What follows belongs to an exercise in optimizing a design on an open flow for small area, a short achievable clock period and few clock cycles per item; a production flow would make more cautious choices.
Function was checked by simulation only, so behaviour that the tests miss may differ from the original.

build 15:
Design joystick_axes_to_cursor_motion_unit, start of the top module:
module joystick_axes_to_cursor_motion_unit #(
    parameter int ADC_BITS = jac_pkg::ADC_BITS_DEF
) (
    input  logic                          clk,
    input  logic                          rst_n,
    input  logic                          s_axis_tvalid,
    output logic                          s_axis_tready,
    input  logic [((4*ADC_BITS+8)/8)*8-1:0] s_axis_tdata,
    output logic                          m_axis_tvalid,
    input  logic                          m_axis_tready,
    output logic [jac_pkg::OUT_W-1:0]     m_axis_tdata,
    input  logic                          cfg_we,
    input  logic [2:0]                    cfg_addr,
    input  logic [(ADC_BITS > 8 ? ADC_BITS : 8)-1:0] cfg_data
);
For scale: roughly 3600 cells after synthesis, roughly 110 I/O pins, roughly 0.036 sq mm of cells after synthesis.
clock: 8.0 ns
lec_check: 0
cap_margin: 20
core_margin: 2
core_utilization: 55
cts_buf_list: sky130_fd_sc_hd__clkbuf_8
cts_cluster_size: 40
place_density: 0.5
setup_slack_margin: 5.0
slew_margin: 20
standard.sh (not shown) runs the stock make flow with config.mk's settings and CLKGATE_MAP_FILE= SYNTH_SCRIPT=/design/flow/synth_recipe.tcl, a recipe that flattens the netlist after the stock synthesis.
==> flow/flow/run.sh <==
#!/bin/bash
# Standard ORFS layout (the standard.sh, standard synthesis unchanged),
# except that the port buffers inserted before global placement are buf_2
# cells instead of the cell buffer_ports picks by default, and clock tree
# synthesis uses clkbuf_8 cells without dummy loads.
set -euo pipefail
export BUFFER_PORTS_ARGS="-buffer_cell sky130_fd_sc_hd__buf_2"
export CTS_ARGS="-sink_clustering_enable -repair_clock_nets -dont_use_dummy_load -buf_list sky130_fd_sc_hd__clkbuf_8 -sink_clustering_size 40"
bash standard.sh finish > standard_finish.log 2>&1
Build 15 closes out successfully: all stages finished, all timing, DRC and antenna checks passed.
Testbench counts of build 15, summed over its fixed seeds: cycles 36,773, items 25,600.
[inputs] build 70 vs build 15
--- a/flow/config.mk
+++ b/flow/config.mk
@@ -9,6 +9,5 @@
 export CORE_MARGIN = 2
-export CORE_UTILIZATION = 55
+export CORE_UTILIZATION = 45
 export CTS_BUF_LIST = sky130_fd_sc_hd__clkbuf_8
 export CTS_CLUSTER_SIZE = 40
-export PLACE_DENSITY = 0.5
 export SETUP_SLACK_MARGIN = 5.0
Findings:
Placement-stage cell area is higher on build 70
Build 70 ends up with a area growth from synthesis to final layout that is 1.0 points higher than in build 15.
The following lists how build 64 was set up differently from build 70:
--- a/flow/config.mk
+++ b/flow/config.mk
@@ -9,3 +9,3 @@
 export CORE_MARGIN = 2
-export CORE_UTILIZATION = 45
+export CORE_UTILIZATION = 55
 export CTS_BUF_LIST = sky130_fd_sc_hd__clkbuf_8
Results
- Clock buffer and inverter area fraction after layout essentially unchanged between build 64 and build 70.
- Initial standard-cell utilization of the core: build 64 > build 70
- Diff build 70 -> build 64: placement row count now smaller; final wirelength up 3.6 mm; post-detailed-route wirelength per cell went up by about 9%.
- Build 64 vs build 70 on layout buffer count excluding clock buffers: build 64 is the lower one.
- Taking build 70 as the reference, in build 64 overall global routing resource usage increased by 4.9 points relative to the old numbers; final worst-path setup slack has decreased.
Changes in build 33 relative to build 64:
==> flow/run.sh (new file) <==
#!/bin/bash
# synth_recipe.tcl (not shown) runs the flow's synth.tcl, then flattens the netlist and writes it again
# the make line also repeats each setting of config.mk as NAME=value (left out here)
make -C /OpenROAD-flow-scripts/flow DESIGN_CONFIG=/design/flow/config.mk WORK_HOME=/design/flow/orfs CLKGATE_MAP_FILE= SYNTH_SCRIPT=/design/flow/synth_recipe.tcl finish
removed: flow/flow/run.sh
removed: flow/standard.sh
### Flow results
Build 33 vs. build 64: highest achievable clock rate -1.1%.
Against build 64, build 33 reports a final worst-path cycle share that is higher.
When the final numbers for build 64 and build 33 were put side by side, the final-layout clock-cell area share turned out to be greater in build 33.
The total global-route track usage on build 33 is in line with that on build 64.

separate check: timing with driven ports:
Ports are ideal in the flow. The routed layouts listed here were re-timed in OpenROAD. Step 1, drivers: a clkbuf_16 drives clk and a buf_2 each remaining input, both assumed. Step 2 adds t to the input delays and takes it off the output delays; t is the mean of the earliest and latest rising clock arrival at the registers after step 1. Input paths then give back, and output paths get back, about the clock's delay inside the block. Slacks: ideal ports / drivers / drivers and shift; pairs: ideal ports / drivers.
run	t (ns)	slack for setup (ns)	slew at the worst register clock pin (ns)	cell pins on the clock port's net
build 15	0.721	5.003 / 4.944 / 4.388	0.06 / 0.06	1
build 70	0.743	5.035 / 5.023 / 4.528	0.06 / 0.06	1
build 64	0.721	5.003 / 4.944 / 4.388	0.06 / 0.06	1
build 33	0.755	4.970 / 4.960 / 4.430	0.07 / 0.07	1
After both steps every run listed still meets setup and hold.
